From an optimization exercise on the open Yosys and OpenROAD flow, aimed at small area, a short achievable clock period and few clock cycles per item; shortcuts taken in it are not production practice. Only simulation tests tie the RTL to the original design; equivalence was not proved.

## run 2
==> flow/design.v <==
package ldpc_pkg;
    localparam int Z     = 4;
    localparam int BR    = 2;
    localparam int BC    = 4;
    localparam int N_VAR = BC * Z;
    localparam int N_CHK = BR * Z;
    localparam int N_EDGE = N_CHK * BC;    
    localparam int LLR_W   = 5;
    localparam int MSG_MAX = 15;
    localparam int SUM_W   = 8;
    localparam int CIDX_W  = $clog2(BC);
    localparam logic [2*BR*BC-1:0] SHIFT = 16'b01_11_00_10_11_10_01_00;
    function automatic int shift_of(int row, int col);
        shift_of = 0;
        shift_of[1:0] = SHIFT[(row * BC + col) * 2 +: 2];
    endfunction
    localparam int MAX_ITER = 8;
    localparam int ITER_W   = 4;
    localparam int IN_CREDITS  = 2;
    localparam int OUT_CREDITS = 2;
    localparam int Q_PTR_W     = $clog2(IN_CREDITS);
    localparam int Q_CNT_W     = $clog2(IN_CREDITS + 1);
    localparam int OCR_W       = $clog2(OUT_CREDITS + 1);
    function automatic int var_of(int chk, int col);
        var_of = col * Z + ((chk % Z) + shift_of(chk / Z, col)) % Z;
    endfunction
    function automatic int edge_of(int vidx, int row);
        int col;
        int t;
        col = vidx / Z;
        t = vidx % Z;
        edge_of = (row * Z + (t - shift_of(row, col) + Z) % Z) * BC + col;
    endfunction
endpackage
`timescale 1ns/1ps
module cnu (
    input  logic [3:0]  sgn_in,
    input  logic [15:0] mag_in,
    output logic [3:0] min1,
    output logic [3:0] min2,
    output logic [1:0] min_idx
);
    logic [3:0] m [4];
    logic bt [4][4];           
    logic [3:0] first, second;
    always_comb begin
        for (int i = 0; i < 4; i++) m[i] = mag_in[4*i +: 4];
        for (int i = 0; i < 4; i++)
            for (int j = i + 1; j < 4; j++) begin
                bt[i][j] = !(m[j] < m[i]);    
                bt[j][i] = !bt[i][j];
            end
        for (int i = 0; i < 4; i++) begin
            logic [1:0] wins;
            wins = 0;
            first[i] = 1'b1;
            for (int j = 0; j < 4; j++)
                if (j != i) begin
                    first[i] = first[i] & bt[i][j];
                    wins = wins + 2'(bt[i][j]);
                end
            second[i] = (wins == 2'd2);
        end
        min1 = '0;
        min2 = '0;
        for (int i = 0; i < 4; i++) begin
            min1 = min1 | (m[i] & {4{first[i]}});
            min2 = min2 | (m[i] & {4{second[i]}});
        end
        min_idx = {first[2] | first[3], first[1] | first[3]};
    end
endmodule
`timescale 1ns/1ps
module cnu_bank (
    input  logic clk,
    input  logic clear,       
    input  logic [ldpc_pkg::N_EDGE-1:0]   v2c_sgn,    
    input  logic [ldpc_pkg::N_EDGE*4-1:0] v2c_mag,
    output logic [ldpc_pkg::N_EDGE-1:0]   c2v_sgn,    
    output logic [ldpc_pkg::N_EDGE*4-1:0] c2v_mag
);
    localparam int NC = ldpc_pkg::N_CHK;
    localparam int BC = ldpc_pkg::BC;
    logic [3:0] m1_q [NC];
    logic [3:0] m2_q [NC];
    logic [1:0] ix_q [NC];
    logic [BC-1:0] sg_q [NC];
    for (genvar c = 0; c < NC; c++) begin : g_chk
        logic [3:0] m1, m2;
        logic [1:0] ix;
        cnu u_cnu (
            .sgn_in  (v2c_sgn[c*BC +: BC]),
            .mag_in  (v2c_mag[c*BC*4 +: BC*4]),
            .min1    (m1),
            .min2    (m2),
            .min_idx (ix)
        );
        always_ff @(posedge clk) begin
            m1_q[c] <= clear ? 4'd0 : m1;
            m2_q[c] <= clear ? 4'd0 : m2;
            ix_q[c] <= ix;
            sg_q[c] <= {BC{^v2c_sgn[c*BC +: BC]}} ^ v2c_sgn[c*BC +: BC];    
        end
        for (genvar j = 0; j < BC; j++) begin : g_col
            assign c2v_mag[(c*BC+j)*4 +: 4] = (ix_q[c] == 2'(j)) ? m2_q[c] : m1_q[c];
            assign c2v_sgn[c*BC+j] = sg_q[c][j];
        end
    end
endmodule
`timescale 1ns/1ps
module vnu (
    input  logic signed [4:0] llr,
    input  logic       s0, input logic [3:0] m0,
    input  logic       s1, input logic [3:0] m1,
    output logic       vs0, output logic [3:0] vm0,
    output logic       vs1, output logic [3:0] vm1,
    output logic       dec
);
    function automatic logic [5:0] add5(logic [4:0] a, logic [4:0] b, logic cin);
        logic c;
        c = cin;
        for (int i = 0; i < 5; i++) begin
            add5[i] = a[i] ^ b[i] ^ c;
            c = (a[i] & b[i]) | (c & (a[i] ^ b[i]));
        end
        add5[5] = a[4] ^ b[4] ^ c;
    endfunction
    function automatic logic sgn65(logic [5:0] a, logic [4:0] b, logic cin);
        logic c;
        logic [5:0] bb;
        bb = {b[4], b};
        c = cin;
        for (int i = 0; i < 6; i++)
            c = (a[i] & bb[i]) | (c & (a[i] ^ bb[i]));
        sgn65 = a[5] ^ bb[5] ^ c;    
    endfunction
    function automatic logic [4:0] satmag(logic [5:0] e);
        logic n;
        logic [5:0] t;
        logic [3:0] inc;
        logic sat;
        n = e[5];
        t = e ^ {6{n}};
        inc = t[3:0] + 4'(n);
        sat = t[4] | (t[3:0] == 4'd15) | (n & (t[3:0] == 4'd14));
        satmag = {n, sat ? 4'd15 : inc};
    endfunction
    logic [4:0] b0, b1;
    logic [5:0] e0, e1;
    assign b0 = {s0, m0 ^ {4{s0}}};
    assign b1 = {s1, m1 ^ {4{s1}}};
    assign e0 = add5(llr, b1, s1);
    assign e1 = add5(llr, b0, s0);
    assign dec = sgn65(e0, b0, s0);
    assign {vs0, vm0} = satmag(e0);
    assign {vs1, vm1} = satmag(e1);
endmodule
`timescale 1ns/1ps
module vnu_bank (
    input  logic [ldpc_pkg::N_VAR*ldpc_pkg::LLR_W-1:0] chan_llr,
    input  logic [ldpc_pkg::N_EDGE-1:0]   c2v_sgn,    
    input  logic [ldpc_pkg::N_EDGE*4-1:0] c2v_mag,
    output logic [ldpc_pkg::N_EDGE-1:0]   v2c_sgn,    
    output logic [ldpc_pkg::N_EDGE*4-1:0] v2c_mag,
    output logic [ldpc_pkg::N_VAR-1:0] dec
);
    for (genvar v = 0; v < ldpc_pkg::N_VAR; v++) begin : g_var
        localparam int E0 = ldpc_pkg::edge_of(v, 0);
        localparam int E1 = ldpc_pkg::edge_of(v, 1);
        vnu u_vnu (
            .llr (chan_llr[v*ldpc_pkg::LLR_W +: ldpc_pkg::LLR_W]),
            .s0  (c2v_sgn[E0]),
            .m0  (c2v_mag[E0*4 +: 4]),
            .s1  (c2v_sgn[E1]),
            .m1  (c2v_mag[E1*4 +: 4]),
            .vs0 (v2c_sgn[E0]),
            .vm0 (v2c_mag[E0*4 +: 4]),
            .vs1 (v2c_sgn[E1]),
            .vm1 (v2c_mag[E1*4 +: 4]),
            .dec (dec[v])
        );
    end
endmodule
`timescale 1ns/1ps
module syndrome_check (
    input  logic [ldpc_pkg::N_VAR-1:0] dec,
    output logic syn_zero
);
    logic [ldpc_pkg::N_CHK-1:0] parity;
    for (genvar c = 0; c < ldpc_pkg::N_CHK; c++) begin : g_chk
        logic [ldpc_pkg::BC-1:0] bits;
        for (genvar j = 0; j < ldpc_pkg::BC; j++) begin : g_col
            assign bits[j] = dec[ldpc_pkg::var_of(c, j)];
        end
        assign parity[c] = ^bits;
    end
    assign syn_zero = ~|parity;    
endmodule
`timescale 1ns/1ps
module ldpc_decoder (
    input  logic clk,
    input  logic rst,
    input  logic in_valid,
    input  logic [ldpc_pkg::N_VAR*ldpc_pkg::LLR_W-1:0] in_llr,
    output logic in_credit,
    output logic out_valid,
    output logic [ldpc_pkg::N_VAR-1:0] out_bits,
    output logic [ldpc_pkg::ITER_W-1:0] out_iters,
    output logic out_ok,
    input  logic out_credit
);
    localparam int FW = ldpc_pkg::N_VAR * ldpc_pkg::LLR_W;
    logic [FW-1:0] slot0, slot1;
    logic v0, v1;
    logic [ldpc_pkg::ITER_W-1:0] iter;
    logic full;                        
    logic [ldpc_pkg::OCR_W-1:0] out_cnt;
    logic [ldpc_pkg::N_EDGE-1:0]   v2c_sgn, c2v_sgn;
    logic [ldpc_pkg::N_EDGE*4-1:0] v2c_mag, c2v_mag;
    logic [ldpc_pkg::N_VAR-1:0] dec;
    logic syn_zero;
    logic done, pop, restart;
    assign done      = v0 && (syn_zero || iter[3]);    
    assign out_valid = full && (out_cnt != '0);
    assign pop       = done && (!full || out_valid);
    assign restart   = done || !v0;    
    always_ff @(posedge clk) begin
        if (pop || !v0)
            slot0 <= v1 ? slot1 : in_llr;
        if (in_valid)
            slot1 <= in_llr;
    end
    always_ff @(posedge clk or posedge rst) begin
        if (rst) begin
            v0        <= 1'b0;
            v1        <= 1'b0;
            iter      <= '0;
            full      <= 1'b0;
            out_cnt   <= ldpc_pkg::OCR_W'(ldpc_pkg::OUT_CREDITS);
            in_credit <= 1'b0;
        end else begin
            if (pop) begin
                v0 <= v1 || in_valid;
                v1 <= v1 && in_valid;
            end else begin
                v0 <= v0 || in_valid;
                v1 <= v1 || (v0 && in_valid);
            end
            iter      <= restart ? '0 : iter + 1'b1;
            in_credit <= pop;
            out_cnt   <= out_cnt - ldpc_pkg::OCR_W'(out_valid) + ldpc_pkg::OCR_W'(out_credit);
            if (pop)
                full <= 1'b1;
            else if (out_valid)
                full <= 1'b0;
        end
    end
    always_ff @(posedge clk) begin
        if (pop) begin
            out_bits  <= dec;
            out_iters <= iter;
            out_ok    <= syn_zero;
        end
    end
    cnu_bank u_cnu_bank (
        .clk     (clk),
        .clear   (restart),
        .v2c_sgn (v2c_sgn),
        .v2c_mag (v2c_mag),
        .c2v_sgn (c2v_sgn),
        .c2v_mag (c2v_mag)
    );
    vnu_bank u_vnu_bank (
        .chan_llr (slot0),
        .c2v_sgn  (c2v_sgn),
        .c2v_mag  (c2v_mag),
        .v2c_sgn  (v2c_sgn),
        .v2c_mag  (v2c_mag),
        .dec      (dec)
    );
    syndrome_check u_syndrome_check (
        .dec      (dec),
        .syn_zero (syn_zero)
    );
endmodule
clock: 14.0 ns
lec_check: 0
abc_area: 1
cap_margin: 20
core_margin: 2
core_utilization: 40
slew_margin: 20
run.sh (not shown) runs the stock make flow with config.mk's settings and CLKGATE_MAP_FILE= SYNTH_SCRIPT=/design/flow/synth_recipe.tcl, a recipe that flattens the netlist after the stock synthesis.
Looking at the reports, run 2 completed the entire flow and the layout it produced met the timing, DRC and antenna checks.
Testbench counts of run 2, summed over its fixed seeds: cycles 3,199, items 1,200.
Modified inputs, run 1 compared to run 2
==> flow/design.v, changed modules only <==
module cnu_bank (
    input  logic clk,
    input  logic clear,       
    input  logic [ldpc_pkg::N_EDGE-1:0]   v2c_sgn,    
    input  logic [ldpc_pkg::N_EDGE*4-1:0] v2c_mag,
    output logic [ldpc_pkg::N_EDGE-1:0]   c2v_sgn,    
    output logic [ldpc_pkg::N_EDGE*4-1:0] c2v_mag
);
    localparam int NC = ldpc_pkg::N_CHK;
    localparam int BC = ldpc_pkg::BC;
    logic [3:0] m1_q [NC];
    logic [3:0] m2_q [NC];
    logic [1:0] ix_q [NC];
    logic [BC-1:0] sg_q [NC];
    for (genvar c = 0; c < NC; c++) begin : g_chk
        logic [3:0] m1, m2;
        logic [1:0] ix;
        cnu u_cnu (
            .sgn_in  (v2c_sgn[c*BC +: BC]),
            .mag_in  (v2c_mag[c*BC*4 +: BC*4]),
            .min1    (m1),
            .min2    (m2),
            .min_idx (ix)
        );
        always_ff @(posedge clk) begin
            m1_q[c] <= clear ? 4'd0 : m1;
            m2_q[c] <= clear ? 4'd0 : m2;
            ix_q[c] <= ix;
            sg_q[c] <= v2c_sgn[c*BC +: BC];
        end
        for (genvar j = 0; j < BC; j++) begin : g_col
            assign c2v_mag[(c*BC+j)*4 +: 4] = (ix_q[c] == 2'(j)) ? m2_q[c] : m1_q[c];
            assign c2v_sgn[c*BC+j] = ^sg_q[c] ^ sg_q[c][j];
        end
    end
endmodule
[summary]
No stage failed in run 1, and the final checks on the layout all came back clean.
Count of clock-buffer cells in the layout (run 1 / run 2): 0.80
Run 2 -> run 1: standard cell area after detailed placement decreased by a few percent
Overall routed net length, run 2 and run 1: larger value in run 2
Instance count of the mapped netlist of run 1 falls short of that of run 2 by a few percent.
Run 2 -> run 1: mean area per synthesized cell increased slightly
Looking at met1 capacity usage during global routing, run 1 sits 1.3 points below run 2.
Run 1 against run 2; wire length on met2 is down by a few percent.
| setup slack | run 1 vs run 2 | worse |
A worst setup path endpoint of u_cnu_bank.m2_q[0][0] is what run 2 shows, while u_cnu_bank.m2_q[2][3] belongs to run 1.
Proportion of final cell area spent on non-clock buffers: run 2 vs run 1 — no meaningful difference
Testbench counts of run 1, summed over its fixed seeds: cycles 3,199, items 1,200.

==> afterwards: timing with drivers on the ports <==
The flow's constraints put no driver on any port. The routed layouts listed below were extracted and timed again, unchanged, in two steps. Step 1, drivers: a clkbuf_16 drives clk and a buf_2 each remaining input, both assumed. Step 2, shift: input delay + t, output delay - t, t = (earliest + latest rising clock arrival at the registers) / 2. This alone moves slack from input paths to output paths. Slacks: ideal / step 1 / step 2; pairs: ideal / step 1.
run | t, ns | setup WS [ns] | worst setup path after step 2 | slew at the worst register clock pin (ns) | worst data-port slew with drivers (ns)
run 2 | 0.625 | 7.852 / 7.852 / 7.852 | register to register | 0.06 / 0.06 | 0.06
run 1 | 0.625 | 7.304 / 7.304 / 7.304 | register to register | 0.07 / 0.07 | 0.04
After both steps setup and hold are still met in every run listed.
